This design comes from an exercise in tuning for small area on the open sky130 flow, not from production work.
Only simulation tests tie the RTL to the original design; equivalence was not proved.
The clock port is modelled as an ideal driver; clocking choices that lean on that would not hold on a real chip.
Power is estimated from default activity; no workload was simulated.

<file path="flow/run.sh">
#!/bin/bash
set -euo pipefail
bash standard.sh synth > synth.log 2>&1
export BUFFER_PORTS_ARGS="-buffer_cell sky130_fd_sc_hd__buf_1"
export CTS_ARGS="-sink_clustering_enable -repair_clock_nets -dont_use_dummy_load -buf_list {sky130_fd_sc_hd__clkbuf_8} -root_buf sky130_fd_sc_hd__clkbuf_8 -sink_clustering_size 20 -sink_clustering_max_diameter 60"
bash standard.sh finish > finish.log 2>&1
</file>
<file path="standard.sh">
#!/bin/bash
# synth_recipe.tcl (not shown) runs the flow's synth.tcl, then flattens the netlist and writes it again
# the make line also repeats each setting of config.mk as NAME=value (left out here)
make -C /OpenROAD-flow-scripts/flow DESIGN_CONFIG=/design/flow/config.mk WORK_HOME=/design/flow/orfs CLKGATE_MAP_FILE= SYNTH_SCRIPT=/design/flow/synth_recipe.tcl "${@:-finish}"
</file>
<file path="config.mk">
export PLATFORM = sky130hd
export DESIGN_NAME = uart_dbg_top
export DESIGN_NICKNAME = uart_dbg_top
export VERILOG_FILES = /design/flow/design.v
export SDC_FILE = /design/flow/constraint.sdc
export NUM_CORES = 4
export LEC_CHECK = 0
export CAP_MARGIN = 20
export CORE_MARGIN = 2
export CORE_UTILIZATION = 65
export SLEW_MARGIN = 20
</file>
<file path="constraint.sdc">
create_clock -name core_clock -period 10.0 [get_ports {clk}]
set_input_delay 2.0000 -clock core_clock [delete_from_list [all_inputs] [get_ports {clk}]]
set_output_delay 2.0000 -clock core_clock [all_outputs]
set_load 0.01 [all_outputs]
</file>
<file path="design.v">
`timescale 1ns/1ps
`default_nettype none
module uart_dbg_top #(
  parameter int unsigned CLKS_PER_BIT = 16,
  parameter int unsigned MEM_AW       = 5
) (
  input  logic        clk,
  input  logic        rst_i,
  input  logic        uart_rx_i,
  output logic        uart_tx_o,
  output logic        exec_valid_o,
  output logic [63:0] exec_addr_o,
  input  logic        done_i,
  input  logic [31:0] exit_code_i
);
  logic [55:0] e_q;
  logic [3:0]  ph_q;
  logic        hp_q, hs_q;
  logic [2:0] sync_q;
  logic [7:0] rc_q;
  logic [7:0] rxs_q;
  logic       rx_s, fall, rx_idle, rx_tick, rx_valid, rx_shift;
  logic [3:0] rx_k;
  assign rx_s     = sync_q[1];
  assign fall     = sync_q[2] & ~sync_q[1];
  assign rx_idle  = (rc_q == 8'd0);
  assign rx_tick  = (rc_q[3:0] == 4'd8);
  assign rx_k     = rc_q[7:4];
  assign rx_valid = rx_tick && (rx_k == 4'd9) && rx_s;
  assign rx_shift = rx_tick && rx_k != 4'd0 && rx_k != 4'd9;
  always_ff @(posedge clk) begin
    if (rst_i) begin
      sync_q <= 3'b111;
      rc_q   <= 8'd0;
    end else begin
      sync_q <= {sync_q[1:0], uart_rx_i};
      if (rx_idle) begin
        rc_q <= {7'd0, fall};
      end else if (rx_tick && ((rx_k == 4'd0 && rx_s) || rx_k == 4'd9)) begin
        rc_q <= 8'd0;
      end else begin
        rc_q <= rc_q + 8'd1;
      end
    end
  end
  always_ff @(posedge clk) begin
    if (rx_shift || hs_q) begin
      rxs_q <= {rx_s, rxs_q[7:1]};
    end
  end
  logic [7:0] tc_q;
  logic       tx_idle, tx_valid, tx_accept;
  logic [3:0] tx_k;
  assign tx_idle   = tc_q[7] & tc_q[5];
  assign tx_k      = tc_q[7:4];
  assign tx_accept = tx_valid & tx_idle;
  always_ff @(posedge clk) begin
    if (rst_i) begin
      tc_q <= 8'd160;
    end else if (tx_accept) begin
      tc_q <= 8'd0;
    end else if (!tx_idle) begin
      tc_q <= tc_q + 8'd1;
    end
  end
  always_comb begin
    case (tx_k)
      4'd0:    uart_tx_o = 1'b0;
      4'd1:    uart_tx_o = e_q[0];
      4'd2:    uart_tx_o = e_q[1];
      4'd3:    uart_tx_o = e_q[2];
      4'd4:    uart_tx_o = e_q[3];
      4'd5:    uart_tx_o = e_q[4];
      4'd6:    uart_tx_o = e_q[5];
      4'd7:    uart_tx_o = e_q[6];
      4'd8:    uart_tx_o = e_q[7];
      default: uart_tx_o = 1'b1;
    endcase
  end
  logic [15:0] ring_q [16];
  logic        match, mem_wr;
  logic [4:0]  addr;
  logic [7:0]  ring_byte;
  assign addr      = e_q[36:32];
  assign match     = (ph_q == addr[4:1]);
  assign ring_byte = addr[0] ? ring_q[15][15:8] : ring_q[15][7:0];
  always_ff @(posedge clk) begin
    ph_q <= ph_q + 4'd1;
    for (int i = 1; i < 16; i++) ring_q[i] <= ring_q[i-1];
    if (mem_wr) begin
      ring_q[0] <= addr[0] ? {rxs_q, ring_q[15][7:0]} : {ring_q[15][15:8], rxs_q};
    end else begin
      ring_q[0] <= ring_q[15];
    end
  end
  typedef enum logic [2:0] {
    S_IDLE  = 3'b000,
    S_HDR   = 3'b001,
    S_WRITE = 3'b010,
    S_ACK   = 3'b100,
    S_RD    = 3'b101,
    S_EOT   = 3'b110,
    S_EOC   = 3'b111
  } state_e;
  state_e      state_q;
  logic [1:0]  cmd_q;
  logic [3:0]  cnt_q;
  logic [31:0] exit_q;
  logic        pend_q;
  logic        wpend_q;
  logic [15:0] len;
  logic        len_zero, len_one;
  logic        dp_q, act_q, bw_q, len_ev, ph_last;
  logic        is_cmd, hdr_shift, hdr_last, rd_cap;
  logic [7:0]  tx_byte;
  assign len      = e_q[55:40];
  assign len_zero = (len == 16'd0);
  assign len_one  = (len == 16'd1);
  assign is_cmd    = (rxs_q[7:2] == 6'b000100) && (rxs_q[1:0] != 2'b00);
  assign hdr_last  = (cnt_q == 4'd15);
  assign hdr_shift = (state_q == S_HDR) && rx_valid &&
                     ((cmd_q == 2'b11) ? !hdr_last : (cnt_q == 4'd0 || cnt_q == 4'd8 || cnt_q == 4'd9));
  assign mem_wr    = wpend_q && match;
  assign rd_cap    = (state_q == S_RD) && (tx_k == 4'd9) && match;
  assign tx_valid = state_q[2];
  always_comb begin
    tx_byte = 8'h06;
    if (state_q == S_EOT) tx_byte = 8'h04;
    if (state_q == S_EOC) begin
      if (!cnt_q[2]) begin
        tx_byte = 8'h14;
      end else begin
        case (cnt_q[1:0])
          2'd0:    tx_byte = exit_q[7:0];
          2'd1:    tx_byte = exit_q[15:8];
          2'd2:    tx_byte = exit_q[23:16];
          default: tx_byte = exit_q[31:24];
        endcase
      end
    end
  end
  always_ff @(posedge clk) begin
    if (rst_i) begin
      state_q <= S_IDLE;
      pend_q  <= 1'b0;
    end else begin
      if (done_i && state_q != S_EOC) begin
        exit_q <= exit_code_i;
        pend_q <= 1'b1;
      end
      case (state_q)
        S_IDLE: begin
          if (rx_valid) begin
            if (rxs_q == 8'h06) begin
              cmd_q   <= 2'b00;
              state_q <= S_ACK;
            end else if (is_cmd) begin
              cmd_q   <= rxs_q[1:0];
              cnt_q   <= {rxs_q[1] & rxs_q[0], 3'd0};
              state_q <= S_HDR;
            end
          end else if (pend_q) begin
            pend_q  <= 1'b0;
            cnt_q   <= 4'd11;
            state_q <= S_EOC;
          end
        end
        S_HDR: begin
          if (rx_valid) begin
            cnt_q <= cnt_q + 4'd1;
            if (hdr_last) state_q <= S_ACK;
          end
        end
        S_ACK: begin
          if (tx_accept) begin
            if (cmd_q[1] == cmd_q[0]) state_q <= S_IDLE;
            else if (len_zero)        state_q <= S_EOT;
            else if (cmd_q[1])        state_q <= S_WRITE;
            else                      state_q <= S_RD;
          end
        end
        S_WRITE: begin
          if (rx_valid && len_one) state_q <= S_EOT;
        end
        S_RD: begin
          if (tx_accept && len_one) state_q <= S_EOT;
        end
        S_EOT: begin
          if (tx_accept) state_q <= S_IDLE;
        end
        default: begin
          if (tx_accept) begin
            if (cnt_q == 4'd15) state_q <= S_IDLE;
            else                cnt_q   <= cnt_q + 4'd1;
          end
        end
      endcase
    end
  end
  always_ff @(posedge clk) begin
    if (mem_wr) begin
      wpend_q <= 1'b0;
    end else if (state_q == S_WRITE && rx_valid) begin
      wpend_q <= 1'b1;
    end
  end
  always_ff @(posedge clk) begin
    if (ph_q[2:0] == 3'd7) hs_q <= hp_q;
    if (hdr_shift)                hp_q <= 1'b1;
    else if (ph_q[2:0] == 3'd7)   hp_q <= 1'b0;
  end
  assign ph_last = (ph_q == 4'd15);
  assign len_ev  = (state_q == S_WRITE && rx_valid) || (state_q == S_RD && tx_accept);
  always_ff @(posedge clk) begin
    if (ph_last) act_q <= dp_q;
    if (len_ev)       dp_q <= 1'b1;
    else if (ph_last) dp_q <= 1'b0;
    bw_q <= ph_last | (bw_q & ~e_q[40]);
  end
  always_ff @(posedge clk) begin
    if (hs_q || act_q) begin
      e_q[55]    <= act_q ? (e_q[40] ^ bw_q) : rxs_q[0];
      e_q[54:40] <= e_q[55:41];
    end
    if (hs_q) begin
      e_q[39:37] <= e_q[40:38];
      e_q[31:8]  <= e_q[32:9];
    end
    if (hs_q) begin
      e_q[36:32] <= e_q[37:33];
    end else if (mem_wr || (state_q == S_RD && tx_accept)) begin
      e_q[36:32] <= addr + 5'd1;
    end
    if (hs_q) begin
      e_q[7:0] <= e_q[8:1];
    end else if (rd_cap) begin
      e_q[7:0] <= ring_byte;
    end else if (tx_accept && state_q != S_RD) begin
      e_q[7:0] <= tx_byte;
    end
  end
  assign exec_valid_o = (state_q == S_ACK) && (cmd_q == 2'b11);
  assign exec_addr_o  = {rxs_q, e_q};
endmodule
`default_nettype wire
</file>
==> results of run 1 <==
cells by family after synthesis:
logic type | after synthesis
xor+xnor | 21
buf+inv | 33
compound gates | 76
fa+ha+maj | 12
mux | 35
flops | 391
simple gates | 129
through the flow:
step / util (%) / setup slack (ps) / instance area, µm² / hold WS [ps]
2_1_floorplan: - / 6016 / 10930 / 309.6
3_3_place_gp: 69.60 / 6653 / 11500 / 309.5
3_5_place_dp: 69.60 / 6597 / 11500 / 312.1
4_1_cts: 71.52 / 5973 / 11820 / 317.1
5_1_grt: 71.52 / 5884 / 11820 / 317.8
6_report: 71.52 / 6013 / 11820 / 307.7
layer usage:
metal / part of all wire [%] / track usage (%) / up-vias
li1: - / - / 2633
met5: 0 / 0 / -
met3: 5.4 / 4.452 / 36
met1: 43 / 27.95 / 2662
met4: 2.4 / 6.265 / 0
met2: 49 / 34.48 / 172
layout make-up:
class	count	area, µm²	area share [%]
multi-input cells	273	1907	16.14
repair buffers	103	394.1	3.335
inverters	15	56.30	0.4764
flip-flops and latches	391	8869	75.04
well taps	220	275.3	2.329
clock buffers	23	316.6	2.679
power by group through the flow:
stage                     sequential (mW)  combinational [mW]  clock, mW
after global routing                 1.71               0.206      0.692
after detailed placement             1.73               0.185          0
after CTS                            1.70               0.186      0.644
after global placement               1.73               0.175          0
final                                1.70               0.185      0.625
after floorplan                      1.71               0.163          0
layout by cell type (no fill, tap or decap), types with 3 or more instances in the layout:
master and instances:
mux2i_1 10, xor2_1 15, and2_1 3, nand3_1 16, nand2_1 23, a222oi_1 8, and3_1 5, clkbuf_8 23
nor3_1 4, a21oi_1 22, or2_2 6, nand4_1 5, buf_1 101, o21ai_0 14, xnor2_1 6, dfxtp_1 287
inv_1 15, or4_1 3, nor4_1 4, mux2_2 24, o21a_1 3, edfxtp_1 104, o22ai_1 6, nand2b_1 7
ha_1 12, nor2_1 39
state kept, by name (all words and copies together) (netlist names), 2 cells and up:
name	cells
cmd_q	2
cnt_q	4
e_q	56
exit_q	32
ph_q	4
rc_q	8
ring_q	256
rxs_q	8
state_q	3
sync_q	3
tc_q	8
worst max-delay path, delay by kind of cell (launching register included):
family	cells	cell delay (ps)
muxes	1	550
DFF	1	510
AOI/OAI and AO/OA	2	250
buffers and inverters	1	130
final timing paths:
check                                               end  slack [ps]  cells after the start
worst max register to register  state_q[1]$_SDFFE_PP0P_        7330                      5
worst min register to register    ring_q[15][1]$_DFF_P_         310                      0
worst min-delay path              ring_q[15][1]$_DFF_P_         310                      0
worst max-delay path                          uart_tx_o        6010                      4
==> impl_summary.txt, run 1 <==
----------------------------------------------------
[Placement]
  Last weighted congestion value of the routability-driven placer ... 0.8341
  Port bufs ... 101
  Placed Cells ... 1002
  Detailed placement HPWL ... 12730 µm

[Logic synthesis]
  Synthesis Warnings ... 2
  Top post-synthesis cells by area ... dfxtp_1, edfxtp_1, mux2_2
  Number of nets in the synthesized netlist ... 745
  Post-synthesis cell area ... 10930 µm²
  Post-synthesis area per instance ... 15.68 µm²
  Xor-xnor portion of the synthesized cell area ... 1.683%
  Share of synthesized flip-flops with an asynchronous set or reset ... 0%
  Most frequent cell after synthesis ... dfxtp_1
  Dominant combinational cell family by area after synthesis ... simple AND/OR/NAND/NOR gates
  Adder-cell area share of the yosys netlist ... 1.374%
  Prevailing post-synth register cell ... dfxtp_1
  Number of unique standard cell types used by synthesis ... 55
  Library cell with the largest summed area after synthesis ... dfxtp_1
  Seq/Total Area, Yosys ... 81.16%
  Mux cell area share after synthesis ... 3.596%
  Synth top cells by count ... dfxtp_1, edfxtp_1, nor2_1
  Register bit count reported by yosys ... 391
  Instance count of the mapped netlist ... 697
  Post-synthesis simple-gate area fraction ... 6.080%
  EDFF count, synth ... 104
  Area share of the leading cell type in the synthesized netlist ... 52.58%
  Share of the synthesized area in compound gates (AO/OA/AOI/OAI) ... 4.695%

[Setup path]
  Critical path class ... flop to primary output
  Required arrival time at the worst endpoint ... 8000 ps
  CP Launch Point ... tc_q[4]$_SDFFE_PP0P_
  Crit. End Element ... primary output
  Arr. time, crit path ... 1990 ps
  Most common cell type on the critical path ... o21ai_0
  Max incr delay on CP ... 550 ps
  Sort of element at the start of the critical path ... flop
  Worst path slowest cell ... mux4_2
  Worst reg2reg startpoint ... state_q[2]$_SDFFE_PP0P_
  Crit-path cells ... mux4_2 -> o21ai_0 -> o21ai_0 -> buf_1
  Crit Path Max Fanout ... 7

[Pwr]
  Clock network fraction of design power ... 24.9%
  Switching part of the total ... 22.65%
  Internal power summed over all cells ... 1.941 mW
  Standby leakage power ... 4.371 nW
  Combinational share of power ... 7.4%
  Total power after layout ... 2.509 mW
  Worst VDD drop ... 0.1614 mV
  Total power divided by cell area ... 212.3 nW/µm²
  Sequential Power Share ... 67.7%
  Switching pwr ... 0.5683 mW

[Route]
  Overall via count from detail_route ... 5503
  DRC violations left ... 0
  1st-iter DRT viols ... 345
  Routed via count divided by cell count ... 5.369
  Number of iterations in the first detailed-routing pass ... 6
  Antenna Violating Nets Remaining ... 0
  Total wire length ... 18160 µm
  DR WL/cell ... 17.71 µm

[Global routing]
  First-pass GRT wire length ... 28810 µm
  Vias in the first global route ... 5541
  Overall track demand over capacity in global routing ... 20.79%
  Global route total overflow ... 0
  Maximum number of pins on one net before global-route repair ... 38
  Number of antenna violations at the first check in global routing ... 0

[Layout]
  Fraction of final layout cells with drive strength greater than 1 ... 7.950%
  Fillers ... 1096
  Net count reported at finish ... 855
  Post-Layout Cell Count ... 1025
  Antenna diodes ... 0
  Synth-to-Final Area Change ... 8.153%

[CTS]
  H-tree depth ... 1
  Sink Count ... 391
  Count of instances resized after the clock tree is built ... 0
  Master cell of the clock root buffer ... clkbuf_8
  Count of hold-fix buffers inserted at cts ... 0
  Number of CTS-inserted buffers ... 23
  Deepest clock path buffer count ... 3
  Worst-skew pair later-pin latency ... 570 ps
  Clock tree from TritonCTS ... built
  Reg clk slew, reported paths ... 130 ps
  Setup bufs post-CTS ... 0

[Floorplanning]
  Core region area ... 16520 µm²
  Chip Height ... 133.7 µm
  Die Area ... 17860 µm²
  Number of cell rows ... 47
  Horizontal die dimension ... 133.7 µm
  Count of pins on the block boundary ... 102
  Starting density of the core ... 66.12%

[STA]
  Post-layout min period ... 3987 ps
  Number of hold violations in the final report ... 0
  Setup Skew ... 50.26 ps
  Max-Slew Margin vs Limit ... 39.48%
  Final period utilization ... 39.87%
  Number of slew-limit violations in the final report ... 0
  Unrepaired setup endpoints after global routing ... false
  Worst Max-Slew Pin Slew ... 900.9 ps
  F_max ... 0.2508 GHz
  Total of endpoints with negative setup slack in the final report ... 0
  Fin Setup TNS ... 0 ps

[Flow run]
  Max-cap violation count ... 0

[Min path]
  Worst Hold Launch ... ring_q[14][1]$_DFF_P_
  Class of the tightest hold or removal check ... flop to flop

[Run status]
  Status ... complete, no violations

----------------------------------------------------
==> run 2: changes to the inputs <==
--- a/flow/run.sh
+++ b/flow/run.sh
@@ -4,3 +4,5 @@
 export BUFFER_PORTS_ARGS="-buffer_cell sky130_fd_sc_hd__buf_1"
 export CTS_ARGS="-sink_clustering_enable -repair_clock_nets -dont_use_dummy_load -buf_list {sky130_fd_sc_hd__clkbuf_8} -root_buf sky130_fd_sc_hd__clkbuf_8 -sink_clustering_size 20 -sink_clustering_max_diameter 60"
+export POST_FLOORPLAN_TCL=$PWD/flow/rmp.tcl
+mkdir -p orfs/objects/sky130hd/uart_dbg_top/base/rmp
 bash standard.sh finish > finish.log 2>&1
==> flow/rmp.tcl (new file) <==
# Re-map the combinational logic for area after floorplan
set lib [lindex $::env(LIB_FILES) 0]
restructure -target area -liberty_file $lib \
  -tielo_port "sky130_fd_sc_hd__conb_1/LO" -tiehi_port "sky130_fd_sc_hd__conb_1/HI" \
  -work_dir $::env(OBJECTS_DIR)/rmp -abc_logfile $::env(LOG_DIR)/rmp_abc.log
report_design_area
==> impl_summary.txt, run 2 <==
----------------------------------------------------
[STA]
  Max-Slew Margin vs Limit ... 40.97% (+1.5 points)
  Setup Skew ... 76.24 ps (+25.98 ps)
  Number of hold violations in the final report ... 0 (unchanged)
  Unrepaired setup endpoints after global routing ... false
  Post-layout min period ... 4117 ps (+129.9 ps)
  Total of endpoints with negative setup slack in the final report ... 0 (unchanged)
  Final period utilization ... 41.17% (+1.3 points)
  F_max ... 0.2429 GHz (-3.2%)
  Number of slew-limit violations in the final report ... 0 (unchanged)
  Worst Max-Slew Pin Slew ... 876.2 ps (-24.70 ps)
  Fin Setup TNS ... 0 ps (unchanged)
  Hold WS ... 294.6 ps (-13.11 ps)

[Floorplanning]
  Die Area ... 17860 µm² (unchanged)
  Horizontal die dimension ... 133.7 µm (unchanged)
  Core region area ... 16520 µm² (unchanged)
  Count of pins on the block boundary ... 102 (unchanged)
  Number of cell rows ... 47 (unchanged)
  Chip Height ... 133.7 µm (unchanged)
  Starting density of the core ... 66.12% (unchanged)

[Setup path]
  Worst reg2reg startpoint ... cnt_q[0]$_DFFE_PP_
  Max incr delay on CP ... 400 ps (-150 ps)
  Worst path top cell family by delay ... buffers and inverters
  Capturing point of the worst reg2reg path ... state_q[2]$_SDFFE_PP0P_
  Arr. time, crit path ... 2120 ps (+130 ps)
  Worst path slowest cell ... dfxtp_1
  Sort of element at the start of the critical path ... flop
  Critical path class ... flop to primary output
  Crit. End Element ... primary output
  Instance count on the critical path ... 5 (+1)
  Most common cell type on the critical path ... clkinv_1
  Crit-path cells ... clkinv_1 -> nor2_1 -> clkinv_1 -> nor4_1 -> buf_1
  Worst path buffer plus inverter count ... 3 (+2)
  Required arrival time at the worst endpoint ... 8000 ps (about the same)
  Crit Path Max Fanout ... 11 (+4)
  Reg2Reg Depth ... 10 (+5)
  Setup slack, reg-to-reg ... 6710 ps (-620 ps)

[Run status]
  Status ... complete, no violations

[Pwr]
  Standby leakage power ... 4.057 nW (-7.2%)
  Total power divided by cell area ... 209.1 nW/µm² (-1.5%)
  Worst VDD drop ... 0.1734 mV (+7.5%)

[Global routing]
  Number of antenna violations at the first check in global routing ... 0 (unchanged)
  Maximum number of pins on one net before global-route repair ... 46 (+21%)
  Overall track demand over capacity in global routing ... 21.23% (+0.44 points)
  First-pass GRT wire length ... 29560 µm (+2.6%)
  Global route total overflow ... 0 (unchanged)
  Vias in the first global route ... 5654 (+2.0%)

[Logic synthesis]
  EDFF count, synth ... 104 (unchanged)
  Post-synthesis cell area ... 10930 µm² (unchanged)
  Register bit count reported by yosys ... 391 (unchanged)
  Instance count of the mapped netlist ... 697 (unchanged)
  Number of nets in the synthesized netlist ... 745 (unchanged)
  Post-synthesis area per instance ... 15.68 µm² (unchanged)
  Synth top cells by count ... dfxtp_1, edfxtp_1, nor2_1
  Share of synthesized flip-flops with an asynchronous set or reset ... 0% (unchanged)
  Seq/Total Area, Yosys ... 81.16% (unchanged)
  Prevailing post-synth register cell ... dfxtp_1
  Most frequent cell after synthesis ... dfxtp_1
  Area share of the leading cell type in the synthesized netlist ... 52.58% (unchanged)
  Synthesis Warnings ... 2 (unchanged)
  Library cell with the largest summed area after synthesis ... dfxtp_1
  Number of unique standard cell types used by synthesis ... 55 (unchanged)
  Top post-synthesis cells by area ... dfxtp_1, edfxtp_1, mux2_2

[Layout]
  Leading cell types in the layout, fill and taps excluded ... dfxtp_1, edfxtp_1, buf_1, clkinv_1, nor2_1
  Net count reported at finish ... 872 (+2.0%)
  Post-Layout Cell Count ... 1054 (+2.8%)
  Fillers ... 1121 (+2.3%)
  Leading registers by flop count ... ring_q (256), e_q (56), exit_q (32)
  Fraction of final layout cells with drive strength greater than 1 ... 3.477% (-4.5 points)
  Number of flip-flops in the largest register ... 256 (unchanged)
  Synth-to-Final Area Change ... 6.172%
  Total non-filler cell area in the finished layout ... 11600 µm² (-1.8%)
  Register containing the most flip-flops in the final layout ... ring_q
  Most common cell after layout, fill and taps aside ... dfxtp_1
  Antenna diodes ... 0 (unchanged)

[Route]
  Total wire length ... 19090 µm (+5.1%)
  Routed via count divided by cell count ... 5.530 (+3.0%)
  DR WL/cell ... 18.11 µm (+2.2%)
  Number of iterations in the first detailed-routing pass ... 5 (-1)
  Antenna Violating Nets Remaining ... 0 (unchanged)
  Overall via count from detail_route ... 5829 (+5.9%)
  1st-iter DRT viols ... 498 (+44%)
  DRC violations left ... 0 (unchanged)

[Placement]
  Detailed placement HPWL ... 13260 µm (+4.2%)
  Placed Cells ... 1031 (+2.9%)
  Post-DP Area ... 11280 µm² (-1.9%)
  Last weighted congestion value of the routability-driven placer ... 0.8404 (+0.76%)
  Port bufs ... 101 (unchanged)

[CTS]
  Count of hold-fix buffers inserted at cts ... 0 (unchanged)
  H-tree depth ... 1 (unchanged)
  Worst-skew pair later-pin latency ... 570 ps (about the same)
  Deepest clock path buffer count ... 3 (unchanged)
  Count of instances resized after the clock tree is built ... 0 (unchanged)
  Master cell of the clock root buffer ... clkbuf_8
  Number of CTS-inserted buffers ... 23 (unchanged)
  Clock tree from TritonCTS ... built
  Sink Count ... 391 (unchanged)
  Reg clk slew, reported paths ... 110 ps (-20 ps)
  Setup bufs post-CTS ... 0 (unchanged)

[Min path]
  Hold Path Sink ... ring_q[15][4]$_DFF_P_
  Worst Hold Launch ... ring_q[14][4]$_DFF_P_
  Number of cells on the worst hold path ... 0 (unchanged)
  Class of the tightest hold or removal check ... flop to flop

[Flow run]
  Max-cap violation count ... 0 (unchanged)

----------------------------------------------------
run 2: layout make-up:
class / instances / area [µm²] / area share [%]
timing repair buffer: 106 / 416.7 / 3.591
multi-input combinational: 245 / 1465 / 12.63
tap: 220 / 275.3 / 2.373
clock buffer: 23 / 316.6 / 2.729
sequential: 391 / 8869 / 76.45
inverter: 69 / 259.0 / 2.233
run 2: worst max-delay path by stage:
| stage | start | endpoint | slack, ps |
|---|---|---|---|
| floorplan | rst_i | exit_q[0]$_DFFE_PP_ | 6020 |
| global placement | state_q[2]$_SDFFE_PP0P_ | exec_valid_o | 6440 |
| detailed placement | state_q[2]$_SDFFE_PP0P_ | exec_valid_o | 6430 |
| CTS | state_q[2]$_SDFFE_PP0P_ | exec_valid_o | 5850 |
| global route | state_q[2]$_SDFFE_PP0P_ | exec_valid_o | 5670 |
| finish | state_q[2]$_SDFFE_PP0P_ | exec_valid_o | 5880 |
run 2: worst reg2reg max path, delay by kind of cell, from the launching register on:
| family | cells | cell delay [ps] |
|---|---|---|
| AO/OA/AOI/OAI | 3 | 560 |
| buffers and inverters | 3 | 670 |
| flip-flops | 1 | 480 |
| AND/OR/NAND/NOR | 4 | 1430 |
run 2: stage by stage:
stage	setup slack, ps	utilization (%)	total power [mW]
finish	5883	70.21	2.426
CTS	5855	70.21	2.445
global placement	6435	68.29	1.831
detailed placement	6428	68.29	1.832
floorplan	6016	-	1.872
global route	5671	70.21	2.514
run 2: cell families after synthesis:
kind of cell    count (synthesis)  share of synthesized area (%)
flops                         391                          81.16
mux                            35                          3.596
compound gates                 76                          4.695
xor+xnor                       21                          1.683
buf+inv                        33                          1.408
simple gates                  129                          6.080
fa+ha+maj                      12                          1.374
run 2: power by group:
part | switching [mW] | internal, mW | total [mW] | leakage (nW)
sequential | 0.0209 | 1.65 | 1.67 | 3.32
combinational | 0.0882 | 0.0431 | 0.131 | 0.574
clock | 0.420 | 0.208 | 0.628 | 0.165
total | 0.529 | 1.90 | 2.43 | 4.06
run 2: routing by layer:
layer  up-vias  track usage [%]  routed length, µm
li1       2749                -                  -
met1      2810            28.83               8250
met2       225            34.91               9054
met3        45            3.615               1097
met4         0            7.742                684
met5         -                0                  0
==> run 3: changes to the inputs <==
--- a/flow/run.sh
+++ b/flow/run.sh
@@ -5,4 +5,5 @@
 export CTS_ARGS="-sink_clustering_enable -repair_clock_nets -dont_use_dummy_load -buf_list {sky130_fd_sc_hd__clkbuf_8} -root_buf sky130_fd_sc_hd__clkbuf_8 -sink_clustering_size 20 -sink_clustering_max_diameter 60"
 export POST_FLOORPLAN_TCL=$PWD/flow/rmp.tcl
+export POST_CTS_TCL=$PWD/flow/ctsfix.tcl
 mkdir -p orfs/objects/sky130hd/uart_dbg_top/base/rmp
 bash standard.sh finish > finish.log 2>&1
==> flow/ctsfix.tcl (new file) <==
# Upsize the clock buffers that drive other clock buffers: the leaf buffers
# then see sharp input edges and the flip-flop clock pins stay well inside
# the slew limit.
set up 0
foreach inst [get_cells *] {
  if {[get_property $inst ref_name] ne "sky130_fd_sc_hd__clkbuf_8"} { continue }
  set net [get_nets -of_objects [get_pins -of_objects $inst -filter "direction==output"]]
  set drives_buf 0
  foreach p [get_pins -of_objects $net -filter "direction==input"] {
    if {[string match "*clkbuf*" [get_property [get_cells -of_objects $p] ref_name]]} {
      set drives_buf 1
    }
  }
  if {$drives_buf} {
    replace_cell $inst sky130_fd_sc_hd__clkbuf_16
    incr up
  }
}
puts "ctsfix: upsized $up clock buffers"
if {$up > 0} {
  detailed_placement
  check_placement -verbose
}
==> impl_summary.txt, run 3 <==
----------------------------------------------------
[Placement]
  Last weighted congestion value of the routability-driven placer ... 0.8404 (unchanged)
  Post-DP Area ... 11280 µm² (unchanged)
  Detailed placement HPWL ... 13260 µm (unchanged)
  Port bufs ... 101 (unchanged)

[Logic synthesis]
  Register bit count reported by yosys ... 391 (unchanged)
  EDFF count, synth ... 104 (unchanged)
  Instance count of the mapped netlist ... 697 (unchanged)
  Area share of the leading cell type in the synthesized netlist ... 52.58% (unchanged)
  Library cell with the largest summed area after synthesis ... dfxtp_1
  Post-synthesis cell area ... 10930 µm² (unchanged)
  Number of nets in the synthesized netlist ... 745 (unchanged)
  Seq/Total Area, Yosys ... 81.16% (unchanged)
  Top post-synthesis cells by area ... dfxtp_1, edfxtp_1, mux2_2
  Share of synthesized flip-flops with an asynchronous set or reset ... 0% (unchanged)
  Synth top cells by count ... dfxtp_1, edfxtp_1, nor2_1
  Synthesis Warnings ... 2 (unchanged)
  Post-synthesis area per instance ... 15.68 µm² (unchanged)
  Number of unique standard cell types used by synthesis ... 55 (unchanged)
  Prevailing post-synth register cell ... dfxtp_1
  Most frequent cell after synthesis ... dfxtp_1

[Min path]
  Class of the tightest hold or removal check ... flop to flop

[Route]
  1st-iter DRT viols ... 461 (-7.4%)
  Highest signal layer in the routed design ... met4
  Number of iterations in the first detailed-routing pass ... 5 (unchanged)
  Total wire length ... 19070 µm (about the same)
  Amount of wire on met2 after detailed routing ... 9071 µm (+0.19%)
  Routed via count divided by cell count ... 5.510 (-0.36%)
  DRC violations left ... 0 (unchanged)
  Overall via count from detail_route ... 5808 (-0.36%)
  Met3 wire length ... 1040 µm (-5.2%)
  DR WL/cell ... 18.09 µm (about the same)
  Met1 Routed Length ... 8290 µm (+0.48%)
  Antenna Violating Nets Remaining ... 0 (unchanged)

[STA]
  Setup Skew ... 62.75 ps (-13.49 ps)
  Number of slew-limit violations in the final report ... 0 (unchanged)
  Total of endpoints with negative setup slack in the final report ... 0 (unchanged)
  Post-layout min period ... 4054 ps (-63.53 ps)
  Number of hold violations in the final report ... 0 (unchanged)
  Worst Max-Slew Pin Slew ... 872.8 ps (-3.374 ps)
  Max-Slew Margin vs Limit ... 41.20% (+0.23 points)
  Final period utilization ... 40.54% (-0.64 points)
  Unrepaired setup endpoints after global routing ... false
  Fin Setup TNS ... 0 ps (unchanged)
  F_max ... 0.2467 GHz (+1.6%)
  Hold WS ... 311.3 ps (+16.66 ps)

[Pwr]
  Total power after layout ... 2.453 mW (+1.1%)
  Worst VDD drop ... 0.1751 mV (+0.96%)
  Standby leakage power ... 4.073 nW (+0.38%)
  Total power divided by cell area ... 210.8 nW/µm² (+0.82%)

[Floorplanning]
  Core region area ... 16520 µm² (unchanged)
  Chip Height ... 133.7 µm (unchanged)
  Horizontal die dimension ... 133.7 µm (unchanged)
  Die Area ... 17860 µm² (unchanged)
  Starting density of the core ... 66.12% (unchanged)
  Count of pins on the block boundary ... 102 (unchanged)
  Number of cell rows ... 47 (unchanged)

[Layout]
  Net count reported at finish ... 872 (unchanged)
  Total non-filler cell area in the finished layout ... 11630 µm² (+0.29%)
  Antenna diodes ... 0 (unchanged)
  Leading registers by flop count ... ring_q (256), e_q (56), exit_q (32)
  Number of flip-flops in the largest register ... 256 (unchanged)
  Synth-to-Final Area Change ... 6.481%
  Most common cell after layout, fill and taps aside ... dfxtp_1
  Fraction of final layout cells with drive strength greater than 1 ... 3.477% (unchanged)
  Register containing the most flip-flops in the final layout ... ring_q
  Final core occ ... 70.41% (+0.20 points)
  Leading cell types in the layout, fill and taps excluded ... dfxtp_1, edfxtp_1, buf_1, clkinv_1, nor2_1

[Setup path]
  Required arrival time at the worst endpoint ... 8000 ps (about the same)
  Sort of element at the start of the critical path ... flop
  Critical path class ... flop to primary output
  Arr. time, crit path ... 2050 ps (-70 ps)
  Crit Path Max Fanout ... 11 (unchanged)
  Crit. End Element ... primary output

[Global routing]
  Overall track demand over capacity in global routing ... 21.25% (+0.025 points)
  Maximum number of pins on one net before global-route repair ... 46 (unchanged)
  Number of antenna violations at the first check in global routing ... 0 (unchanged)
  Vias in the first global route ... 5641 (-0.23%)
  First-pass GRT wire length ... 29590 µm (+0.12%)
  Global route total overflow ... 0 (unchanged)

[Flow run]
  Max-cap violation count ... 0 (unchanged)

[CTS]
  Worst-skew pair later-pin latency ... 510 ps (-60 ps)
  Reg clk slew, reported paths ... 110 ps (about the same)
  Sink Count ... 391 (unchanged)
  Clock tree from TritonCTS ... built

[Run status]
  Status ... complete, no violations

----------------------------------------------------
==> run 3: kinds of logic after synthesis <==
| group | share of synthesized area [%] |
|---|---|
| XOR/XNOR | 1.683 |
| adder cells (fa/ha/maj) | 1.374 |
| AND/OR/NAND/NOR | 6.080 |
| flip-flops | 81.16 |
| multiplexers | 3.596 |
| AO/OA/AOI/OAI | 4.695 |
| buffers and inverters | 1.408 |
==> run 3: critical path, cell delays in order, from the launching register on <==
cell and delay, ps:
dfxtp_1 400, clkinv_1 310, nor2_1 280, clkinv_1 140, nor4_1 270, buf_1 190
==> run 3: metrics by stage <==
| stage | setup WS, ps | instances |
|---|---|---|
| finish | 5946 | 1054 |
| global placement | 6435 | 1031 |
| global route | 5720 | 1054 |
| floorplan | 6016 | 697 |
| detailed placement | 6428 | 1031 |
==> run 3: per-layer routing <==
metal  vias up  track usage [%]
li1       2748                -
met1      2791            28.88
met2       228            34.91
met4         0            7.920
met3        41            3.539
met5         -                0
==> run 3: final cells by class <==
cell class / instances / area (µm²)
Clock buffer: 23 / 350.3
Fill cell: 1110 / 4890
Inverter: 69 / 259.0
Multi-Input combinational cell: 245 / 1465
Sequential cell: 391 / 8869
Tap cell: 220 / 275.3
Timing Repair Buffer: 106 / 416.7
==> run 3: path summary, 6_finish.rpt <==
check                                from                      end  depth (start not counted)  slack (ps)
hold reg to reg     ring_q[14][4]$_DFF_P_    ring_q[15][4]$_DFF_P_                          0         310
hold / removal      ring_q[14][4]$_DFF_P_    ring_q[15][4]$_DFF_P_                          0         310
setup / recovery  state_q[2]$_SDFFE_PP0P_             exec_valid_o                          5        5950
setup reg to reg        e_q[49]$_DFFE_PP_  state_q[2]$_SDFFE_PP0P_                          8        6740
==> run 3: power by group <==
group          internal, mW  leakage [nW]  switching (mW)  total (mW)
combinational        0.0431         0.574          0.0879       0.131
clock                 0.237         0.181           0.419       0.655
sequential             1.65          3.32          0.0210        1.67
total                  1.93          4.07           0.528        2.45
==> run 4: changes to the inputs <==
--- a/design.v
+++ b/design.v
@@ -50,5 +50,5 @@
   end
   logic [7:0] tc_q;
-  logic       tx_idle, tx_valid, tx_accept;
+  logic       tx_idle, tx_valid, tx_accept, tx_shift;
   logic [3:0] tx_k;
   assign tx_idle   = tc_q[7] & tc_q[5];
@@ -64,18 +64,6 @@
     end
   end
-  always_comb begin
-    case (tx_k)
-      4'd0:    uart_tx_o = 1'b0;
-      4'd1:    uart_tx_o = e_q[0];
-      4'd2:    uart_tx_o = e_q[1];
-      4'd3:    uart_tx_o = e_q[2];
-      4'd4:    uart_tx_o = e_q[3];
-      4'd5:    uart_tx_o = e_q[4];
-      4'd6:    uart_tx_o = e_q[5];
-      4'd7:    uart_tx_o = e_q[6];
-      4'd8:    uart_tx_o = e_q[7];
-      default: uart_tx_o = 1'b1;
-    endcase
-  end
+  assign tx_shift  = (tc_q[3:0] == 4'd15) && (tx_k != 4'd0) && (!tx_k[3] || tx_k == 4'd8);
+  assign uart_tx_o = (tx_k == 4'd0) ? 1'b0 : (tx_k[3] && tx_k != 4'd8) ? 1'b1 : e_q[0];
   logic [15:0] ring_q [16];
   logic        match, mem_wr;
@@ -232,5 +220,5 @@
       e_q[36:32] <= addr + 5'd1;
     end
-    if (hs_q) begin
+    if (hs_q || tx_shift) begin
       e_q[7:0] <= e_q[8:1];
     end else if (rd_cap) begin
==> flow/ctsfix.tcl (replaced) <==
# Upsize leaf clock buffers whose flip-flop clock pins would see a slow
# edge, so every clock pin stays well inside the slew limit.
estimate_parasitics -placement
set_propagated_clock [all_clocks]
set up 0
foreach inst [get_cells *] {
  if {[get_property $inst ref_name] ne "sky130_fd_sc_hd__clkbuf_8"} { continue }
  set net [get_nets -of_objects [get_pins -of_objects $inst -filter "direction==output"]]
  set worst 0.0
  foreach p [get_pins -of_objects $net -filter "direction==input"] {
    set s [get_property $p slew_max]
    if {$s > $worst} { set worst $s }
  }
  if {$worst > 0.110} {
    puts "ctsfix: [get_full_name $inst] worst sink slew $worst, upsizing"
    replace_cell $inst sky130_fd_sc_hd__clkbuf_16
    incr up
  }
}
puts "ctsfix: upsized $up clock buffers"
if {$up > 0} {
  detailed_placement
  check_placement -verbose
  estimate_parasitics -placement
}
==> impl_summary.txt, run 4 <==
----------------------------------------------------
[Run status]
  Status ... complete, no violations

[Logic synthesis]
  Mux cell area share after synthesis ... 3.000% (-0.60 points)
  Adder-cell area share of the yosys netlist ... 1.369% (-0.0053 points)
  Post-synthesis simple-gate area fraction ... 6.490% (+0.41 points)
  Library cell with the largest summed area after synthesis ... dfxtp_1
  Number of nets in the synthesized netlist ... 742 (-0.40%)
  Share of the synthesized area in compound gates (AO/OA/AOI/OAI) ... 5.201% (+0.51 points)
  Register bit count reported by yosys ... 391 (unchanged)
  Number of unique standard cell types used by synthesis ... 63 (+15%)
  Top post-synthesis cells by area ... dfxtp_1, edfxtp_1, mux2_2
  Seq/Total Area, Yosys ... 80.85% (-0.31 points)
  Most frequent cell after synthesis ... dfxtp_1
  Instance count of the mapped netlist ... 694 (-0.43%)
  Dominant combinational cell family by area after synthesis ... simple AND/OR/NAND/NOR gates
  Area share of the leading cell type in the synthesized netlist ... 52.38% (-0.20 points)
  Post-synthesis area per instance ... 15.81 µm² (+0.82%)
  EDFF count, synth ... 104 (unchanged)
  Post-synthesis cell area ... 10970 µm² (+0.39%)
  Synthesis Warnings ... 2 (unchanged)
  Prevailing post-synth register cell ... dfxtp_1
  Share of synthesized flip-flops with an asynchronous set or reset ... 0% (unchanged)
  Xor-xnor portion of the synthesized cell area ... 1.757% (+0.073 points)
  Synth top cells by count ... dfxtp_1, edfxtp_1, nor2_1

[Layout]
  Fillers ... 1135 (+2.3%)
  Final core occ ... 70.21% (-0.20 points)
  Antenna diodes ... 0 (unchanged)
  Synth-to-Final Area Change ... 5.760%
  Most common cell after layout, fill and taps aside ... dfxtp_1
  Leading cell types in the layout, fill and taps excluded ... dfxtp_1, edfxtp_1, buf_1, clkinv_1, nor2_1
  Leading registers by flop count ... ring_q (256), e_q (56), exit_q (32)
  Fraction of final layout cells with drive strength greater than 1 ... 3.636% (+0.16 points)
  Storage cell area ... 8869 µm² (unchanged)
  Register containing the most flip-flops in the final layout ... ring_q
  Number of flip-flops in the largest register ... 256 (unchanged)
  Post-Layout Cell Count ... 1045 (-0.85%)
  Total non-filler cell area in the finished layout ... 11600 µm² (-0.29%)
  Area of the multi-input gates ... 1430 µm² (-2.4%)
  Net count reported at finish ... 863 (-1.0%)

[CTS]
  Clock tree from TritonCTS ... built
  Sink Count ... 391 (unchanged)
  Reg clk slew, reported paths ... 110 ps (about the same)
  Worst-skew pair later-pin latency ... 570 ps (+60 ps)

[Setup path]
  Max incr delay on CP ... 530 ps (+130 ps)
  Crit Path Max Fanout ... 10 (-1)
  Arr. time, crit path ... 1700 ps (-350 ps)
  Required arrival time at the worst endpoint ... 8000 ps (about the same)
  Worst path top cell family by delay ... flip-flops
  Sort of element at the start of the critical path ... flop
  Worst path buffer plus inverter count ... 2 (-1)
  Setup slack, reg-to-reg ... 6920 ps (+180 ps)
  Crit-path cells ... clkinv_1 -> nand2_1 -> nor4_1 -> buf_1
  Worst path slowest cell ... dfxtp_1
  Critical path class ... flop to primary output
  Crit. End Element ... primary output

[Global routing]
  Vias in the first global route ... 5474 (-3.0%)
  Number of antenna violations at the first check in global routing ... 0 (unchanged)
  Global route total overflow ... 0 (unchanged)
  First-pass GRT wire length ... 28840 µm (-2.6%)
  Overall track demand over capacity in global routing ... 20.69% (-0.56 points)
  Maximum number of pins on one net before global-route repair ... 35 (-24%)

[Placement]
  Port bufs ... 101 (unchanged)
  Placed Cells ... 1020 (-1.1%)
  Worst slack at placement ... 6581 ps (+153.2 ps)
  Detailed placement HPWL ... 12930 µm (-2.5%)
  Last weighted congestion value of the routability-driven placer ... 0.8544 (+1.7%)
  Post-DP Area ... 11220 µm² (-0.54%)

[Route]
  Total wire length ... 18120 µm (-5.0%)
  Antenna Violating Nets Remaining ... 0 (unchanged)
  DR WL/cell ... 17.34 µm (-4.1%)
  Number of iterations in the first detailed-routing pass ... 5 (unchanged)
  Routed via count divided by cell count ... 5.366 (-2.6%)
  1st-iter DRT viols ... 397 (-14%)
  DRC violations left ... 0 (unchanged)
  Overall via count from detail_route ... 5607 (-3.5%)

[Floorplanning]
  Chip Height ... 133.9 µm (+0.19%)
  Number of cell rows ... 47 (unchanged)
  Core region area ... 16520 µm² (unchanged)
  Horizontal die dimension ... 133.9 µm (+0.19%)
  Die Area ... 17930 µm² (+0.37%)
  Starting density of the core ... 66.38% (+0.26 points)
  Count of pins on the block boundary ... 102 (unchanged)

[STA]
  F_max ... 0.2701 GHz (+9.5%)
  Fin Setup TNS ... 0 ps (unchanged)
  Number of hold violations in the final report ... 0 (unchanged)
  Unrepaired setup endpoints after global routing ... false
  Number of slew-limit violations in the final report ... 0 (unchanged)
  Total of endpoints with negative setup slack in the final report ... 0 (unchanged)
  Setup Skew ... 81.26 ps (+18.51 ps)
  Final Worst Setup Slack ... 6298 ps (+351.3 ps)
  Final period utilization ... 37.02% (-3.5 points)
  Max-Slew Margin vs Limit ... 34.49% (-6.7 points)
  Hold WS ... 309.1 ps (-2.149 ps)
  Worst Max-Slew Pin Slew ... 972.0 ps (+99.18 ps)
  Post-layout min period ... 3702 ps (-351.3 ps)

[Pwr]
  Worst VDD drop ... 0.1561 mV (-11%)
  Sequential Power Share ... 66.6% (-1.3 points)
  Switching part of the total ... 22.32% (+0.80 points)
  Standby leakage power ... 4.079 nW (+0.16%)
  Clock network fraction of design power ... 26.5% (-0.2 points)
  Internal power summed over all cells ... 1.962 mW (+1.9%)
  Total power divided by cell area ... 217.7 nW/µm² (+3.3%)
  Combinational share of power ... 6.9% (+1.6 points)
  Total power after layout ... 2.526 mW (+3.0%)
  Switching pwr ... 0.5637 mW (+6.8%)

[Min path]
  Class of the tightest hold or removal check ... flop to flop

[Flow run]
  Max-cap violation count ... 0 (unchanged)

----------------------------------------------------
-- run 4: cell count changes after synthesis, moves of 4 or more --
cell      delta
clkbuf_1     -4
mux2_2       -5
nor2b_1      +4
o221ai_1     +7
a21oi_1      -8
o21a_1       +4
buf_2        +5
nor2_1       -6
o22ai_1      -5
-- run 4: final cells by class --
cell class                      count  share of cell area [%]
Clock buffer                       25                   3.257
Timing Repair Buffer              104                   3.462
Inverter                           66                   2.135
Sequential cell                   391                   76.45
Multi-Input combinational cell    239                   12.33
Tap cell                          220                   2.373
-- run 4: cell families after synthesis --
family / Yosys count
multiplexers: 30
XOR/XNOR: 22
buffers and inverters: 35
adder cells (fa/ha/maj): 12
AND/OR/NAND/NOR: 128
AO/OA/AOI/OAI: 76
flip-flops: 391
-- run 4: worst reg2reg max path: cells and delay by family, from the launching register on --
| family | cells | cell delay (ps) |
|---|---|---|
| flops | 1 | 360 |
| buf+inv | 3 | 650 |
| compound gates | 1 | 250 |
| simple gates | 4 | 1500 |
-- run 4: worst paths after layout --
path | startpoint | end | depth (start not counted)
setup / recovery | state_q[1]$_SDFFE_PP0P_ | exec_valid_o | 4
hold / removal | ring_q[8][0]$_DFF_P_ | ring_q[9][0]$_DFF_P_ | 0
setup reg to reg | rc_q[4]$_SDFF_PP0_ | cnt_q[0]$_DFFE_PP_ | 8
hold reg to reg | ring_q[8][0]$_DFF_P_ | ring_q[9][0]$_DFF_P_ | 0
-- run 4: layer usage --
layer / GRT usage (%) / up-vias / wire length, µm
met4: 6.501 / 0 / 500
met1: 29.09 / 2684 / 8127
li1: - / 2721 / -
met3: 4.573 / 37 / 1051
met2: 32.68 / 165 / 8441
met5: 0 / - / 0
-- run 4: power groups by stage --
| stage | clock network, mW | registers [mW] | logic, mW |
|---|---|---|---|
| 2_1_floorplan | 0 | 1.73 | 0.155 |
| 3_3_place_gp | 0 | 1.72 | 0.175 |
| 3_5_place_dp | 0 | 1.72 | 0.171 |
| 5_1_grt | 0.751 | 1.69 | 0.197 |
| 6_report | 0.670 | 1.68 | 0.175 |
==> run 5: changes to the inputs <==
--- a/flow/ctsfix.tcl
+++ b/flow/ctsfix.tcl
@@ -8,9 +8,11 @@
   set net [get_nets -of_objects [get_pins -of_objects $inst -filter "direction==output"]]
   set worst 0.0
+  set leaf 1
   foreach p [get_pins -of_objects $net -filter "direction==input"] {
+    if {[string match "*clkbuf*" [get_property [get_cells -of_objects $p] ref_name]]} { set leaf 0 }
     set s [get_property $p slew_max]
     if {$s > $worst} { set worst $s }
   }
-  if {$worst > 0.110} {
+  if {$leaf && $worst > 0.118} {
     puts "ctsfix: [get_full_name $inst] worst sink slew $worst, upsizing"
     replace_cell $inst sky130_fd_sc_hd__clkbuf_16
==> impl_summary.txt, run 5 <==
----------------------------------------------------
[Setup path]
  Crit. End Element ... primary output
  Max incr delay on CP ... 520 ps (about the same)
  Critical path class ... flop to primary output
  Crit-path cells ... clkinv_1 -> nand2_1 -> nor4_1 -> buf_1
  Required arrival time at the worst endpoint ... 8000 ps (about the same)
  Worst path slowest cell ... dfxtp_1
  Worst path buffer plus inverter count ... 2 (unchanged)
  Worst path top cell family by delay ... flip-flops
  Crit Path Max Fanout ... 10 (unchanged)
  Arr. time, crit path ... 1670 ps (-30 ps)
  Sort of element at the start of the critical path ... flop

[Layout]
  Synth-to-Final Area Change ... 5.452%
  Fillers ... 1136 (+0.088%)
  Register containing the most flip-flops in the final layout ... ring_q
  Leading registers by flop count ... ring_q (256), e_q (56), exit_q (32)
  Fraction of final layout cells with drive strength greater than 1 ... 3.636% (unchanged)
  Leading cell types in the layout, fill and taps excluded ... dfxtp_1, edfxtp_1, buf_1, clkinv_1, nor2_1
  Total non-filler cell area in the finished layout ... 11570 µm² (-0.29%)
  Antenna diodes ... 0 (unchanged)
  Most common cell after layout, fill and taps aside ... dfxtp_1
  Number of flip-flops in the largest register ... 256 (unchanged)
  Net count reported at finish ... 863 (unchanged)
  Final core occ ... 70.00% (-0.20 points)

[STA]
  Worst Max-Slew Pin Slew ... 962.2 ps (-9.809 ps)
  Fin Setup TNS ... 0 ps (unchanged)
  Unrepaired setup endpoints after global routing ... false
  Total of endpoints with negative setup slack in the final report ... 0 (unchanged)
  Post-layout min period ... 3667 ps (-35.21 ps)
  Final Worst Setup Slack ... 6333 ps (+35.21 ps)
  Max-Slew Margin vs Limit ... 35.15% (+0.66 points)
  Setup Skew ... 38.66 ps (-42.59 ps)
  Final period utilization ... 36.67% (-0.35 points)
  F_max ... 0.2727 GHz (+0.96%)
  Number of hold violations in the final report ... 0 (unchanged)
  Number of slew-limit violations in the final report ... 0 (unchanged)

[Route]
  DRC violations left ... 0 (unchanged)
  Antenna Violating Nets Remaining ... 0 (unchanged)
  DR WL/cell ... 17.38 µm (+0.22%)
  Total wire length ... 18160 µm (+0.22%)
  1st-iter DRT viols ... 408 (+2.8%)
  Number of iterations in the first detailed-routing pass ... 7 (+2)
  Routed via count divided by cell count ... 5.393 (+0.52%)
  Overall via count from detail_route ... 5636 (+0.52%)

[Logic synthesis]
  Share of synthesized flip-flops with an asynchronous set or reset ... 0% (unchanged)
  Post-synthesis area per instance ... 15.81 µm² (unchanged)
  Register bit count reported by yosys ... 391 (unchanged)
  Number of nets in the synthesized netlist ... 742 (unchanged)
  EDFF count, synth ... 104 (unchanged)
  Synthesis Warnings ... 2 (unchanged)
  Prevailing post-synth register cell ... dfxtp_1
  Number of unique standard cell types used by synthesis ... 63 (unchanged)
  Most frequent cell after synthesis ... dfxtp_1
  Seq/Total Area, Yosys ... 80.85% (unchanged)
  Post-synthesis cell area ... 10970 µm² (unchanged)
  Synth top cells by count ... dfxtp_1, edfxtp_1, nor2_1
  Top post-synthesis cells by area ... dfxtp_1, edfxtp_1, mux2_2
  Area share of the leading cell type in the synthesized netlist ... 52.38% (unchanged)
  Instance count of the mapped netlist ... 694 (unchanged)
  Library cell with the largest summed area after synthesis ... dfxtp_1

[CTS]
  Clock tree from TritonCTS ... built
  Reg clk slew, reported paths ... 110 ps (about the same)
  Worst-skew pair later-pin latency ... 550 ps (-20 ps)
  Sink Count ... 391 (unchanged)

[Floorplanning]
  Die Area ... 17930 µm² (unchanged)
  Number of cell rows ... 47 (unchanged)
  Chip Height ... 133.9 µm (unchanged)
  Starting density of the core ... 66.38% (unchanged)
  Horizontal die dimension ... 133.9 µm (unchanged)
  Count of pins on the block boundary ... 102 (unchanged)
  Core region area ... 16520 µm² (unchanged)

[Run status]
  Status ... complete, no violations

[Flow run]
  Max-cap violation count ... 0 (unchanged)

[Pwr]
  Worst VDD drop ... 0.1562 mV (about the same)
  Total power after layout ... 2.499 mW (-1.1%)
  Standby leakage power ... 4.064 nW (-0.38%)
  Total power divided by cell area ... 216.0 nW/µm² (-0.78%)

[Global routing]
  Overall track demand over capacity in global routing ... 20.70% (about the same)
  Maximum number of pins on one net before global-route repair ... 35 (unchanged)
  Global route total overflow ... 0 (unchanged)
  First-pass GRT wire length ... 28800 µm (-0.12%)
  Number of antenna violations at the first check in global routing ... 0 (unchanged)
  Vias in the first global route ... 5470 (-0.073%)

[Placement]
  Last weighted congestion value of the routability-driven placer ... 0.8544 (unchanged)
  Port bufs ... 101 (unchanged)
  Post-DP Area ... 11220 µm² (unchanged)
  Detailed placement HPWL ... 12930 µm (unchanged)
  Worst slack at placement ... 6581 ps (unchanged)

[Min path]
  Class of the tightest hold or removal check ... flop to flop

----------------------------------------------------
run 5: worst reg2reg max path: stages (launching register included):
cell,delay [ps]
dfxtp_1,360
clkinv_1,110
nor4_1,440
clkinv_1,180
nor3_1,480
clkinv_1,370
o2111ai_1,240
nand2_1,90
nor3_1,490
run 5: stage by stage:
step	instances	hold slack, ps
2_1_floorplan	694	309.6
5_1_grt	1045	287.4
3_5_place_dp	1020	312.1
3_3_place_gp	1020	310.0
6_report	1045	300.8
run 5: cell families after synthesis:
group                      count (synthesis)  share of synthesized area, %
AOI/OAI and AO/OA                         76                         5.202
adders and majority gates                 12                         1.369
DFF                                      391                         80.85
buffers and inverters                     35                         1.334
xor gates and xnor gates                  22                         1.757
muxes                                     30                         3.000
and+or+nand+nor                          128                         6.490
run 5: final cells by class:
| class | instances | area [µm²] | area share [%] |
|---|---|---|---|
| timing repair buffer | 104 | 401.6 | 3.472 |
| sequential | 391 | 8869 | 76.67 |
| tap | 220 | 275.3 | 2.380 |
| multi-input combinational | 239 | 1430 | 12.36 |
| inverter | 66 | 247.7 | 2.142 |
| clock buffer | 25 | 344.1 | 2.975 |
run 5: path summary, 6_finish.rpt:
kind	from	end	slack (ps)	cells after the start
worst max-delay path	state_q[1]$_SDFFE_PP0P_	exec_valid_o	6330	4
worst min-delay path	ring_q[14][8]$_DFF_P_	ring_q[15][8]$_DFF_P_	300	0
worst max register to register	rc_q[4]$_SDFF_PP0_	cnt_q[0]$_DFFE_PP_	6860	8
worst min register to register	ring_q[14][8]$_DFF_P_	ring_q[15][8]$_DFF_P_	300	0
run 5: power by group:
part | leakage [nW] | internal [mW] | switching, mW
clock | 0.180 | 0.225 | 0.418
combinational | 0.568 | 0.0592 | 0.116
sequential | 3.32 | 1.65 | 0.0299
run 5: per-layer routing:
| metal | routed length (µm) | vias up | global-route usage [%] |
|---|---|---|---|
| li1 | - | 2718 | - |
| met1 | 8125 | 2686 | 29.10 |
| met2 | 8358 | 191 | 32.62 |
| met3 | 1126 | 41 | 4.384 |
| met4 | 550 | 0 | 6.974 |
| met5 | 0 | - | 0 |
==> run 6: changes to the inputs <==
==> flow/run.sh (replaced) <==
#!/bin/bash
set -euo pipefail
bash standard.sh synth > synth.log 2>&1
export BUFFER_PORTS_ARGS="-buffer_cell sky130_fd_sc_hd__buf_1"
export CTS_ARGS="-sink_clustering_enable -repair_clock_nets -dont_use_dummy_load -buf_list {sky130_fd_sc_hd__clkbuf_8} -root_buf sky130_fd_sc_hd__clkbuf_8 -sink_clustering_size 22 -sink_clustering_max_diameter 80"
export POST_FLOORPLAN_TCL=$PWD/flow/rmp.tcl
export POST_CTS_TCL=$PWD/flow/ctsfix.tcl
mkdir -p orfs/objects/sky130hd/uart_dbg_top/base/rmp
bash standard.sh finish > finish.log 2>&1
--- a/flow/ctsfix.tcl
+++ b/flow/ctsfix.tcl
@@ -8,11 +8,9 @@
   set net [get_nets -of_objects [get_pins -of_objects $inst -filter "direction==output"]]
   set worst 0.0
-  set leaf 1
   foreach p [get_pins -of_objects $net -filter "direction==input"] {
-    if {[string match "*clkbuf*" [get_property [get_cells -of_objects $p] ref_name]]} { set leaf 0 }
     set s [get_property $p slew_max]
     if {$s > $worst} { set worst $s }
   }
-  if {$leaf && $worst > 0.118} {
+  if {$worst > 0.110} {
     puts "ctsfix: [get_full_name $inst] worst sink slew $worst, upsizing"
     replace_cell $inst sky130_fd_sc_hd__clkbuf_16
==> impl_summary.txt, run 6 <==
----------------------------------------------------
[Setup path]
  Arr. time, crit path ... 1670 ps (about the same)
  Sort of element at the start of the critical path ... flop
  Crit Path Max Fanout ... 10 (unchanged)
  Crit. End Element ... primary output
  Critical path class ... flop to primary output
  Required arrival time at the worst endpoint ... 8000 ps (about the same)

[Route]
  Routed via count divided by cell count ... 5.449 (+1.0%)
  Antenna Violating Nets Remaining ... 0 (unchanged)
  DRC violations left ... 0 (unchanged)
  Overall via count from detail_route ... 5672 (+0.64%)
  1st-iter DRT viols ... 483 (+18%)
  Total wire length ... 19280 µm (+6.2%)
  DR WL/cell ... 18.52 µm (+6.6%)
  Number of iterations in the first detailed-routing pass ... 5 (-2)

[Pwr]
  Total power divided by cell area ... 227.3 nW/µm² (+5.2%)
  Worst VDD drop ... 0.1702 mV (+9.0%)
  Standby leakage power ... 4.138 nW (+1.8%)

[Logic synthesis]
  Synthesis Warnings ... 2 (unchanged)
  Post-synthesis cell area ... 10970 µm² (unchanged)
  Number of unique standard cell types used by synthesis ... 63 (unchanged)
  Register bit count reported by yosys ... 391 (unchanged)
  Share of synthesized flip-flops with an asynchronous set or reset ... 0% (unchanged)
  Seq/Total Area, Yosys ... 80.85% (unchanged)
  Synth top cells by count ... dfxtp_1, edfxtp_1, nor2_1
  Area share of the leading cell type in the synthesized netlist ... 52.38% (unchanged)
  EDFF count, synth ... 104 (unchanged)
  Most frequent cell after synthesis ... dfxtp_1
  Number of nets in the synthesized netlist ... 742 (unchanged)
  Post-synthesis area per instance ... 15.81 µm² (unchanged)
  Instance count of the mapped netlist ... 694 (unchanged)
  Prevailing post-synth register cell ... dfxtp_1
  Library cell with the largest summed area after synthesis ... dfxtp_1
  Top post-synthesis cells by area ... dfxtp_1, edfxtp_1, mux2_2

[Layout]
  Synth-to-Final Area Change ... 7.003%
  Most common cell after layout, fill and taps aside ... dfxtp_1
  Number of flip-flops in the largest register ... 256 (unchanged)
  Net count reported at finish ... 859 (-0.46%)
  Fraction of final layout cells with drive strength greater than 1 ... 3.167% (-0.47 points)
  Leading cell types in the layout, fill and taps excluded ... dfxtp_1, edfxtp_1, buf_1, clkinv_1, nor2_1
  Register containing the most flip-flops in the final layout ... ring_q
  Leading registers by flop count ... ring_q (256), e_q (56), exit_q (32)
  Antenna diodes ... 0 (unchanged)

[STA]
  Final period utilization ... 36.67% (about the same)
  Hold WS ... 304.1 ps (+3.278 ps)
  Setup Skew ... 33.46 ps (-5.204 ps)
  Max-Slew Margin vs Limit ... 34.49% (-0.67 points)
  Worst Max-Slew Pin Slew ... 972.1 ps (+9.873 ps)
  Number of hold violations in the final report ... 0 (unchanged)
  Total of endpoints with negative setup slack in the final report ... 0 (unchanged)
  Unrepaired setup endpoints after global routing ... false
  F_max ... 0.2727 GHz (about the same)
  Fin Setup TNS ... 0 ps (unchanged)
  Post-layout min period ... 3667 ps (-0.04000 ps)
  Number of slew-limit violations in the final report ... 0 (unchanged)

[Flow run]
  Max-cap violation count ... 0 (unchanged)

[Placement]
  Port bufs ... 101 (unchanged)
  Detailed placement HPWL ... 12930 µm (unchanged)
  Last weighted congestion value of the routability-driven placer ... 0.8544 (unchanged)

[Floorplanning]
  Die Area ... 17930 µm² (unchanged)
  Starting density of the core ... 66.38% (unchanged)
  Number of cell rows ... 47 (unchanged)
  Core region area ... 16520 µm² (unchanged)
  Chip Height ... 133.9 µm (unchanged)
  Count of pins on the block boundary ... 102 (unchanged)
  Horizontal die dimension ... 133.9 µm (unchanged)

[Global routing]
  Global route total overflow ... 0 (unchanged)
  First-pass GRT wire length ... 30080 µm (+4.5%)
  Overall track demand over capacity in global routing ... 21.83% (+1.1 points)
  Vias in the first global route ... 5589 (+2.2%)
  Maximum number of pins on one net before global-route repair ... 35 (unchanged)
  Number of antenna violations at the first check in global routing ... 0 (unchanged)

[CTS]
  Worst-skew pair later-pin latency ... 530 ps (-20 ps)
  Clock tree from TritonCTS ... built
  Sink Count ... 391 (unchanged)
  Reg clk slew, reported paths ... 80 ps (-30 ps)

[Min path]
  Class of the tightest hold or removal check ... flop to flop

[Run status]
  Status ... complete, no violations

----------------------------------------------------
run 6: cells by family (layout without fill, tap and decap cells):
| family | Yosys count | after routing | synth area share, % |
|---|---|---|---|
| flops | 391 | 391 | 80.85 |
| simple gates | 128 | 106 | 6.490 |
| compound gates | 76 | 132 | 5.202 |
| buf+inv | 35 | 191 | 1.334 |
| mux | 30 | 0 | 3.000 |
| xor+xnor | 22 | 1 | 1.757 |
| fa+ha+maj | 12 | 0 | 1.369 |
run 6: path summary, 6_finish.rpt:
path	startpoint	to	slack [ps]	cells after the start
max	state_q[1]$_SDFFE_PP0P_	exec_valid_o	6330	4
min	ring_q[0][5]$_DFF_P_	ring_q[1][5]$_DFF_P_	300	0
max reg2reg	rc_q[4]$_SDFF_PP0_	cmd_q[0]$_SDFFCE_PN0P_	6890	8
min reg2reg	ring_q[0][5]$_DFF_P_	ring_q[1][5]$_DFF_P_	300	0
run 6: critical path, stage by stage (launching register included):
cell	delay, ps
dfxtp_1	530
clkinv_1	240
nand2_1	180
nor4_1	80
buf_1	140
run 6: where the power goes:
part	internal, mW	total [mW]	leakage [nW]	switching (mW)
registers	1.65	1.68	3.32	0.0308
logic	0.0592	0.175	0.568	0.116
clock network	0.367	0.811	0.254	0.445
run 6: metrics by stage:
stage               cell area (µm²)  util, %  power (mW)  cells  setup slack (ps)
global placement              11220    67.92       1.891   1020              6656
finish                        11740    71.03       2.667   1041              6333
global route                  11740    71.03       2.764   1041              6240
floorplan                     10970        -       1.882    694              6013
detailed placement            11220    67.92       1.889   1020              6581
run 6: cell type report:
| class | count | area (µm²) |
|---|---|---|
| Tap cell | 220 | 275.3 |
| Clock buffer | 21 | 514.2 |
| Sequential cell | 391 | 8869 |
| Fill cell | 1085 | 4787 |
| Timing Repair Buffer | 104 | 401.6 |
| Inverter | 66 | 247.7 |
| Multi-Input combinational cell | 239 | 1430 |
run 6: metal layers:
layer  GRT usage, %  part of all wire (%)  vias up
met4          6.324                   2.3        0
met1          30.21                    44     2731
met3          3.741                   5.6       33
li1               -                     -     2717
met2          36.04                    48      191
met5              0                     0        -

-- static timing again, ports no longer ideal --
Ports are ideal in the flow. The routed layouts listed here were re-timed in OpenROAD. Step 1: set_driving_cell puts a clkbuf_16 on clk and a buf_2 on each other input, an assumption about the parent block. Step 2 adds t to the input delays and takes it off the output delays; t is the mean of the earliest and latest rising clock arrival at the registers after step 1. Input paths then give back, and output paths get back, about the clock's delay inside the block. a / b / c = ideal / step 1 / step 2; a / b = the first two.
| run | t (ns) | slack for setup (ns) | worst data-port slew with drivers (ns) |
|---|---|---|---|
| run 1 | 0.578 | 6.013 / 5.977 / 6.555 | 0.04 |
| run 2 | 0.575 | 5.883 / 5.842 / 6.417 | 0.04 |
| run 3 | 0.526 | 5.946 / 5.900 / 6.427 | 0.04 |
| run 4 | 0.564 | 6.298 / 6.260 / 6.549 | 0.04 |
| run 5 | 0.575 | 6.333 / 6.294 / 6.558 | 0.04 |
| run 6 | 0.554 | 6.333 / 6.292 / 6.586 | 0.04 |
After both steps every run listed still meets setup and hold.
